This design comes from an exercise in tuning for small area and a short achievable clock period on the open sky130 flow, not from production work. RTL that was checked went through simulation tests only; none was proved equivalent to the original.

Design lockin_top, start of the top module:
module lockin_top (
  input  wire                          alg_clk,
  input  wire                          alg_rst_n,
  input  wire                          search_end,
  input  wire                          pem_posedge,
  input  wire [16-1:0]   ref_dat,
  input  wire                          ref_dat_valid,
  input  wire [16-1:0]     wave_sine,
  input  wire [16-1:0]     wave_cosine,
  output wire                          wave_req,
  output wire [9-1:0]     wave_addr,
  output wire                          buf_refresh,
  output wire [40-1:0]      i_sum,
  output wire [40-1:0]      q_sum,
  output wire                          sum_valid
);
  logic                        synced;
  logic                        boundary;
  logic [16-1:0] mix_sample;
  logic                        mix_clear;
  logic                        mix_end;
  pem_frame_seq u_seq (
    .alg_clk        (alg_clk),
    .alg_rst_n      (alg_rst_n),
    .search_end     (search_end),
    .pem_posedge    (pem_posedge),
    .ref_dat_valid  (ref_dat_valid),
    .wave_req       (wave_req),
    .wave_addr      (wave_addr),
    .buf_refresh    (buf_refresh),
    .synced         (synced),
    .boundary       (boundary)
  );
  lockin_mixer u_mixer (
    .alg_clk        (alg_clk),
    .alg_rst_n      (alg_rst_n),
    .synced         (synced),
    .wave_req       (wave_req),
    .boundary       (boundary),
    .ref_dat        (ref_dat),
    .mix_sample     (mix_sample),
    .mix_clear      (mix_clear),
    .mix_end        (mix_end)
  );
  frame_accum u_accum (
    .alg_clk        (alg_clk),
    .alg_rst_n      (alg_rst_n),
    .mix_sample     (mix_sample),
    .mix_clear      (mix_clear),
    .mix_end        (mix_end),
    .wave_sine      (wave_sine),       
    .wave_cosine    (wave_cosine),
    .i_sum          (i_sum),
    .q_sum          (q_sum),
    .sum_valid      (sum_valid)
  );
endmodule
For scale: about 2400 cells after synthesis, roughly 330 flip-flops, ~150 I/O pins, about 25000 µm² of cells after synthesis.
export LEC_CHECK = 0
export ABC_CLOCK_PERIOD_IN_PS = 3500
export CAP_MARGIN = 20
export CORE_MARGIN = 2
export CORE_UTILIZATION = 65
export CTS_CLUSTER_DIAMETER = 150
export CTS_CLUSTER_SIZE = 20
export SETUP_SLACK_MARGIN = 3.6
export SLEW_MARGIN = 20
export SYNTH_HIERARCHICAL = 1
create_clock -name core_clock -period 7.0 [get_ports {alg_clk}]
standard.sh (not shown) runs the stock make flow with config.mk's settings and CLKGATE_MAP_FILE= SYNTH_SCRIPT=/design/flow/synth_recipe.tcl, a recipe that flattens the netlist after the stock synthesis.
==> flow/flow/run.sh <==
#!/bin/bash
# The standard layout, with the port buffers made from the smallest buffer
# cell instead of the default choice.  Everything else is the standard flow's own flow.
set -e
cp standard.sh standard_copy.log
export BUFFER_PORTS_ARGS="-buffer_cell sky130_fd_sc_hd__buf_1"
bash standard.sh > standard.log 2>&1
The starting point passed the timing, design-rule and antenna checks.
Then changed:
CTS_CLUSTER_DIAMETER = not set   (was 150)
CTS_CLUSTER_SIZE = not set   (was 20)
Cell count increases by 1.6%.
Critical path depth stays the same.
Synthesized cell count stays the same.
Final area increases by 2.9%.
Flip-flop and latch count stays the same.
Routed wire length increases by 2.1%.
No run of this note included a check of the RTL's function; only the layout flow was run.

* * *

Setup of job 1978:
Another version of the RTL of lockin_top (not shown whole).
Size in the first run: roughly 330 flip-flops, roughly 25000 µm² of cells after synthesis.
==> flow/config.mk <==
export PLATFORM = sky130hd
export DESIGN_NAME = lockin_top
export DESIGN_NICKNAME = lockin_top
export VERILOG_FILES = /design/flow/design.v
export SDC_FILE = /design/flow/constraint.sdc
export NUM_CORES = 4
export LEC_CHECK = 0
export ABC_CLOCK_PERIOD_IN_PS = 3500
export CAP_MARGIN = 20
export CORE_MARGIN = 2
export CORE_UTILIZATION = 65
export CTS_BUF_LIST = sky130_fd_sc_hd__clkbuf_4 sky130_fd_sc_hd__clkbuf_8
export SETUP_SLACK_MARGIN = 3.6
export SLEW_MARGIN = 20
export SYNTH_HIERARCHICAL = 1
==> flow/constraint.sdc <==
create_clock -name core_clock -period 7.0 [get_ports {alg_clk}]
set_input_delay 1.4000 -clock core_clock [delete_from_list [all_inputs] [get_ports {alg_clk}]]
set_output_delay 1.4000 -clock core_clock [all_outputs]
set_load 0.01 [all_outputs]
run.sh (not shown) runs the stock make flow with config.mk's settings and CLKGATE_MAP_FILE= SYNTH_SCRIPT=/design/flow/synth_recipe.tcl, a recipe that flattens the netlist after the stock synthesis.
Stock flow here: none of the scripts above is used.
Changes in job 1540 relative to job 1978:
- CTS_BUF_LIST no longer set, was sky130_fd_sc_hd__clkbuf_4 sky130_fd_sc_hd__clkbuf_8
==> flow/flow/run.sh (new file) <==
#!/bin/bash
# The standard layout, with the port buffers made from the smallest buffer
# cell instead of the default choice.  Everything else is the standard flow's own flow.
set -e
cp standard.sh standard_copy.log
export BUFFER_PORTS_ARGS="-buffer_cell sky130_fd_sc_hd__buf_1"
export RECOVER_POWER=100
bash standard.sh > standard.log 2>&1
==> flow/standard.sh (new file) <==
#!/bin/bash
# synth_recipe.tcl (not shown) runs the flow's synth.tcl, then flattens the netlist and writes it again
# the make line also repeats each setting of config.mk as NAME=value (left out here)
make -C /OpenROAD-flow-scripts/flow DESIGN_CONFIG=/design/flow/config.mk WORK_HOME=/design/flow/orfs CLKGATE_MAP_FILE= SYNTH_SCRIPT=/design/flow/synth_recipe.tcl "${@:-finish}"
removed: flow/run.sh
==> comparison <==
Of job 1540 and job 1978, it is job 1540 that has the lower cell area. Taking job 1978 as the reference, in job 1540 highest clock rate now sits lower, worst slack on hold paths now sits lower, routability congestion estimate from global placement now sits lower. Looking at slowest library cell on the worst path, the sky130_fd_sc_hd__dlygate4sd2_1 result is from job 1978; the sky130_fd_sc_hd__clkbuf_1 one comes from job 1540.
diff inputs: job 1540 => job 2640
==> flow/run.sh (new file) <==
#!/bin/bash
# synth_recipe.tcl (not shown) runs the flow's synth.tcl, then flattens the netlist and writes it again
# the make line also repeats each setting of config.mk as NAME=value (left out here)
make -C /OpenROAD-flow-scripts/flow DESIGN_CONFIG=/design/flow/config.mk WORK_HOME=/design/flow/orfs CLKGATE_MAP_FILE= SYNTH_SCRIPT=/design/flow/synth_recipe.tcl finish
removed: flow/flow/run.sh
removed: flow/standard.sh
--- outcome ---
- Looking at the reports, job 2640 completed the entire flow and the layout it produced met the timing, design-rule and antenna checks.
- Combined flip-flop and latch cell area: job 1540 vs job 2640, no meaningful difference
- The final setup skew in job 2640 sits 0.0075 ns below the value recorded for job 1540.
- On fraction of area in clock buffers and inverters, job 2640 and job 1540 are basically level.
- The hold slack on job 1540 is in line with that on job 2640.
- The initial antenna violation count of job 2640 is lower than that of job 1540.
- Final cell count without fillers delta (job 2640 -> job 1540): insignificant
- Against job 1540 as the reference, job 2640 delivers a higher critical-path maximum fanout.
- The final critical-path required period in job 2640 sits 1.10 ns below the value recorded for job 1540.
- For job 2640, the type of the worst setup path was primary input to output port, unlike job 1540, where it was flip-flop to flip-flop.
diff inputs: job 2640 => job 5827
- an added CTS_CLUSTER_SIZE of 20
- a change of SETUP_SLACK_MARGIN from 3.6 to 3.66
- an added CTS_CLUSTER_DIAMETER of 150
==> flow/flow/run.sh (new file) <==
#!/bin/bash
# The standard layout, with the port buffers made from the smallest buffer
# cell instead of the default choice.  Everything else is the standard flow's own flow.
set -e
cp standard.sh standard_copy.log
export BUFFER_PORTS_ARGS="-buffer_cell sky130_fd_sc_hd__buf_1"
bash standard.sh > standard.log 2>&1
==> flow/standard.sh (new file) <==
#!/bin/bash
# synth_recipe.tcl (not shown) runs the flow's synth.tcl, then flattens the netlist and writes it again
# the make line also repeats each setting of config.mk as NAME=value (left out here)
make -C /OpenROAD-flow-scripts/flow DESIGN_CONFIG=/design/flow/config.mk WORK_HOME=/design/flow/orfs CLKGATE_MAP_FILE= SYNTH_SCRIPT=/design/flow/synth_recipe.tcl "${@:-finish}"
removed: flow/run.sh
- Looking at final clock period utilization by the worst path, job 5827 sits below job 2640.
- Inverter count of the layout excluding clock inverters: job 2640 vs job 5827 identical
- The detailed-routed wire length on met2 number comes out lower for job 5827 vs job 2640.
- Compared with job 2640, job 5827 shows non-clock buffer count that has gone up by a few percent.
- Delta(worst setup slack, job 5827 - job 2640) > 0
- The transition at the pin with the smallest max-transition slack of job 5827 exceeds that of job 2640 by 0.15 ns.
- Re post-route core utilization: job 2640 was higher than job 5827.
Changes in job 3995 relative to job 5827:
- swapping 65 for 75 in CORE_UTILIZATION
- swapping 3.66 for 3.63 in SETUP_SLACK_MARGIN
==> comparison <==
- Job 3995 | status: complete | timing, DRC, antenna: pass
- When the final numbers for job 3995 and job 5827 were put side by side, the flip-flop and latch share of the layout cell area turned out to be smaller in job 5827.
- Final wirelength ends up lower on job 3995.
- Job 3995 vs job 5827 — fmax dropped slightly
- Looking at global-route usage over all layers, job 3995 sits 3.8 points above job 5827.
- u_accum.u_chan_i.st[27] as the end point of the critical path was reported by job 5827, and buf_refresh by job 3995.
- Re simple-gate share of the synthesized area: no difference whatsoever between job 5827 and job 3995.
- Delta (job 3995 minus job 5827): core utilization increased by 10 points relative to the old numbers; worst setup margin now smaller.

* * *

job 101:
lockin_top again, from the RTL that the note above started with.
Settings: LEC_CHECK=0, ABC_CLOCK_PERIOD_IN_PS=3500, CAP_MARGIN=20, CORE_MARGIN=2, CORE_UTILIZATION=65, CTS_CLUSTER_DIAMETER=160, CTS_CLUSTER_SIZE=26, SETUP_SLACK_MARGIN=3.6, SLEW_MARGIN=20, SYNTH_HIERARCHICAL=1; clock period 7.0 ns.
standard.sh (not shown) runs the stock make flow with config.mk's settings and CLKGATE_MAP_FILE= SYNTH_SCRIPT=/design/flow/synth_recipe.tcl, a recipe that flattens the netlist after the stock synthesis.
==> flow/flow/run.sh <==
#!/bin/bash
# The standard layout, with the port buffers made from the smallest buffer
# cell instead of the default choice.  Everything else is the standard flow's own flow.
set -e
cp standard.sh standard_copy.log
export BUFFER_PORTS_ARGS="-buffer_cell sky130_fd_sc_hd__buf_1"
bash standard.sh > standard.log 2>&1
## Diff of input files: job 102 against job 101
--- a/flow/config.mk
+++ b/flow/config.mk
@@ -10,6 +10,5 @@
 export CORE_MARGIN = 2
 export CORE_UTILIZATION = 65
-export CTS_CLUSTER_DIAMETER = 160
-export CTS_CLUSTER_SIZE = 26
+export CTS_CLUSTER_SIZE = 20
 export SETUP_SLACK_MARGIN = 3.6
 export SLEW_MARGIN = 20
## What came out
- Taking job 101 as the reference point, the number of filler cells placed in the layout of job 102 falls by 104.
- The share of cell area taken by multi-input logic gates reported for job 102 is smaller than that of job 101 by 1.8 points.
- Wire length deteriorates in job 102 relative to job 101.
- Non-clock buffer count in the final layout of job 102 falls short of that of job 101 slightly.
- For job 102, the slowest library cell on the worst path was sky130_fd_sc_hd__buf_4, unlike job 101, where it was sky130_fd_sc_hd__dfxtp_2.
- Of the two candidates, job 101 has the worse register-to-register setup slack and job 102 the better one.
The following lists how job 103 was set up differently from job 102:
==> flow/run.sh (new file) <==
#!/bin/bash
# synth_recipe.tcl (not shown) runs the flow's synth.tcl, then flattens the netlist and writes it again
# the make line also repeats each setting of config.mk as NAME=value (left out here)
make -C /OpenROAD-flow-scripts/flow DESIGN_CONFIG=/design/flow/config.mk WORK_HOME=/design/flow/orfs CLKGATE_MAP_FILE= SYNTH_SCRIPT=/design/flow/synth_recipe.tcl finish
--- a/flow/config.mk
+++ b/flow/config.mk
@@ -10,5 +10,6 @@
 export CORE_MARGIN = 2
 export CORE_UTILIZATION = 65
-export CTS_CLUSTER_SIZE = 20
+export CTS_CLUSTER_DIAMETER = 150
+export CTS_CLUSTER_SIZE = 30
 export SETUP_SLACK_MARGIN = 3.6
 export SLEW_MARGIN = 20
removed: flow/flow/run.sh
removed: flow/standard.sh
Results
Changes observed in job 103 relative to job 102: depth of the critical timing path with buffers and inverters included saw an increase; global-route usage saw a decrease.
Summary of job 103 over job 102: number of buffers created by CTS now smaller, detailed route wirelength on metal2 went up by about 0.6%, largest net degree at the start of global routing now sits higher.
The higher met1 global-route usage of job 103 and job 102 is in job 102.
Diff job 102..job 103 | share of cell area taken by flip-flops and latches | negligible
diff inputs: job 103 => job 104
--- a/flow/config.mk
+++ b/flow/config.mk
@@ -10,7 +10,5 @@
 export CORE_MARGIN = 2
 export CORE_UTILIZATION = 65
-export CTS_CLUSTER_DIAMETER = 150
-export CTS_CLUSTER_SIZE = 30
-export SETUP_SLACK_MARGIN = 3.6
+export SETUP_SLACK_MARGIN = 3.7
 export SLEW_MARGIN = 20
 export SYNTH_HIERARCHICAL = 1
--- outcome ---
Between job 103 and job 104, the required time of the worst setup path does not differ in any meaningful way. The detail-routed via count per cell of job 103 and that of job 104 are within noise of each other. In the tables for job 103 and job 104, wire length per cell reads lower with job 104. u_accum.u_chan_i.st[27] as the end point of the critical path was reported by job 104, and u_accum.u_chan_q.st[31] by job 103. Job 104 against job 103: wire length grew by 1100 um; total of fill cells in the finished design now smaller. Against job 103, detailed router's first-iteration violation count in job 104 rose by a few percent. As far as area after synthesis goes, job 104 and job 103 are indistinguishable; the numbers are identical.

==> separate check: timing with driven ports <==
The flow's constraints put no driver on any port. The routed layouts listed below were extracted and timed again, unchanged, in two steps. Step 1 assumes that a clkbuf_16 drives the clock port and a buf_2 every other input. Step 2 adds t to the input delays and takes it off the output delays; t is the mean of the earliest and latest rising clock arrival at the registers after step 1. Input paths then give back, and output paths get back, about the clock's delay inside the block. Three values: no drivers, after step 1, after step 2; two values: the first two.
run | shift t [ns] | setup slack, ns | worst slew at a driven data input, ns | cell pins on the clock port's net
the first run of note 1 | 0.599 | 3.655 / 3.631 / 3.631 | 0.03 | 1
the second run of note 1 | 0.619 | 3.657 / 3.634 / 3.634 | 0.03 | 1
job 1978 | 0.702 | 3.646 / 3.614 / 3.614 | 0.06 | 1
job 1540 | 0.602 | 2.543 / 2.543 / 2.543 | 0.06 | 1
job 2640 | 0.609 | 3.648 / 3.616 / 3.616 | 0.06 | 1
job 5827 | 0.601 | 3.729 / 3.693 / 3.693 | 0.08 | 1
job 3995 | 0.605 | 3.669 / 3.637 / 3.637 | 0.06 | 1
job 101 | 0.585 | 3.653 / 3.653 / 3.653 | 0.06 | 1
job 102 | 0.601 | 3.676 / 3.653 / 3.653 | 0.06 | 1
job 103 | 0.591 | 3.612 / 3.612 / 3.612 | 0.06 | 1
job 104 | 0.613 | 3.715 / 3.711 / 3.711 | 0.07 | 1
After both steps every run listed still meets setup and hold. For job 5827, which loses most, drivers alone change the setup slack by -0.036 ns; drivers and shift together by -0.036 ns.
